Background: an optimization exercise with open tools, aiming at small area. Do not read the settings as production practice. Only simulation tests tie the RTL to the original design; equivalence was not proved. No activity file was given, so power comes from the tool's default toggle rates.

== rev 12 ==
Design rv_fetch_decode, start of the top module:
module rv_fetch_decode
#(
  parameter  int XLEN       = 32,
  parameter  int IMEM_DEPTH = 32,
  parameter  int NREG       = 32,
  parameter  int RESET_PC   = 0,
  localparam int PC_W       = $clog2(IMEM_DEPTH)
) (
  input  logic            clk,
  input  logic            reset,
  input  logic            imem_we,
  input  logic [PC_W-1:0] imem_waddr,
  input  logic [31:0]     imem_wdata,
  input  logic            redirect_valid,
  input  logic [PC_W-1:0] redirect_pc,
  input  logic            wb_en,
  input  logic [4:0]      wb_addr,
  input  logic [XLEN-1:0] wb_data,
  output logic            out_valid,
  input  logic            out_ready,
  output logic [PC_W-1:0] out_pc,
  output logic [31:0]     out_instr,
  output logic [6:0]      out_opcode,
  output logic [4:0]      out_rd,
  output logic [2:0]      out_fn3,
  output logic [4:0]      out_rs1,
  output logic [4:0]      out_rs2,
  output logic [6:0]      out_fn7,
  output logic [XLEN-1:0] out_rdata1,
  output logic [XLEN-1:0] out_rdata2,
  output logic            out_illegal
);
==> module rv_a2n, before the edit <==
module rv_a2n (
  input  logic s,
  input  logic d,
  output logic yn
);
  assign yn = !(s && d);
endmodule
==> module rv_selN, before the edit <==
module rv_selN #(
  parameter int N = 32
) (
  input  logic [N-1:0] s,
  input  logic [N-1:0] d,
  output logic         y
);
  localparam int G = N / 3;
  localparam int R = N - 3 * G;
  localparam int T = G + R;
  logic [T-1:0] tn;
  for (genvar g = 0; g < G; g++) begin : g_g
    rv_ao222n u_ao (.s(s[3*g +: 3]), .d(d[3*g +: 3]), .yn(tn[g]));
  end
  for (genvar r = 0; r < R; r++) begin : g_r
    rv_a2n u_a (.s(s[3*G + r]), .d(d[3*G + r]), .yn(tn[G + r]));
  end
  assign y = !(&tn);
endmodule
clock: 6.0 ns
lec_check: 0
cap_margin: 20
core_margin: 2
core_utilization: 60
slew_margin: 20
synth_hierarchical: 1
standard.sh (not shown) runs the stock make flow with config.mk's settings and CLKGATE_MAP_FILE= SYNTH_SCRIPT=/design/flow/synth_recipe.tcl, a recipe that flattens the netlist after the stock synthesis.
==> flow/flow/run.sh <==
#!/bin/bash
# The standard layout (standard.sh, unchanged synthesis and steps), with two
# placement/CTS arguments changed: ports get the smallest buffer, and CTS uses
# larger sink clusters and no dummy loads. Each tool's output goes to its own
# log here; ORFS's per-step logs stay under orfs/logs.
set -euo pipefail
export BUFFER_PORTS_ARGS="-buffer_cell sky130_fd_sc_hd__buf_1"
export CTS_ARGS="-sink_clustering_enable -repair_clock_nets -sink_clustering_size 25 -sink_clustering_max_diameter 100 -dont_use_dummy_load"
bash standard.sh synth > synth.log 2>&1
bash standard.sh finish > layout.log 2>&1
#### Input delta (rev 13 over rev 12)
--- a/flow/design.v
+++ b/flow/design.v
@@ -26,35 +26,31 @@
   input  logic [2:0] d,
   output logic       yn
 );
   assign yn = !((s[0] && d[0]) || (s[1] && d[1]) || (s[2] && d[2]));
 endmodule
-module rv_a2n (
-  input  logic s,
-  input  logic d,
-  output logic yn
-);
-  assign yn = !(s && d);
-endmodule
 module rv_selN #(
   parameter int N = 32
 ) (
   input  logic [N-1:0] s,
   input  logic [N-1:0] d,
   output logic         y
 );
   localparam int G = N / 3;
   localparam int R = N - 3 * G;
-  localparam int T = G + R;
-  logic [T-1:0] tn;
+  logic [G:0] gn;
   for (genvar g = 0; g < G; g++) begin : g_g
-    rv_ao222n u_ao (.s(s[3*g +: 3]), .d(d[3*g +: 3]), .yn(tn[g]));
+    rv_ao222n u_ao (.s(s[3*g +: 3]), .d(d[3*g +: 3]), .yn(gn[g]));
   end
-  for (genvar r = 0; r < R; r++) begin : g_r
-    rv_a2n u_a (.s(s[3*G + r]), .d(d[3*G + r]), .yn(tn[G + r]));
+  if (R == 0) begin : g_r0
+    assign gn[G] = 1'b1;
+  end else if (R == 1) begin : g_r1
+    assign gn[G] = !(s[N-1] && d[N-1]);
+  end else begin : g_r2
+    assign gn[G] = !((s[N-1] && d[N-1]) || (s[N-2] && d[N-2]));
   end
-  assign y = !(&tn);
+  assign y = !(&gn);
 endmodule
 module rv_rdport #(
   parameter int N = 32,
   parameter int W = 32
 ) (
[summary]
- Changes observed in rev 13 relative to rev 12: number of global-route vias before repair now sits higher; part of the total power dissipated in the clock network now sits lower; chip width now sits at about the same level.
- Rev 13 against rev 12: number of standard cells in the layout, taps in and fillers out moved down; sequential share of cell area moved down.
- Between rev 13 and rev 12, the initial cell density of the core figures differ only marginally.
- Rev 13 drops more vias than rev 12.
- Number of buffers inserted by hold repair at cts: rev 12 vs rev 13 — no meaningful difference
- The setup slack of rev 13 is smaller than that of rev 12.
- Maximum vdd drop: rev 13 better than rev 12
- Going from rev 12 to rev 13, share of total power in combinational logic grows by 0.4 points.
- Compared with rev 12, rev 13 shows a worst setup timing slack at the placement stage that is 370 ps lower.
- The estimated power of rev 13 ends up higher than the estimate for rev 12.
- Total wire length: rev 13 vs rev 12 up about 3%

-- static timing again, ports no longer ideal --
Ports are ideal in the flow. The routed layouts listed here were re-timed in OpenROAD.
Step 1 assumes that a clkbuf_16 drives the clock port and a buf_2 every other input.
Step 2, shift: input delay + t, output delay - t, t = (earliest + latest rising clock arrival at the registers) / 2. This alone moves slack from input paths to output paths.
Three values: no drivers, after step 1, after step 2; two values: the first two.
run	t, ns	setup slack, ns	pins driven straight from the clock port
rev 12	0.797	0.335 / 0.249 / 1.047	1
rev 13	0.811	0.257 / 0.179 / 0.868	1
After both steps every run listed still meets setup and hold.
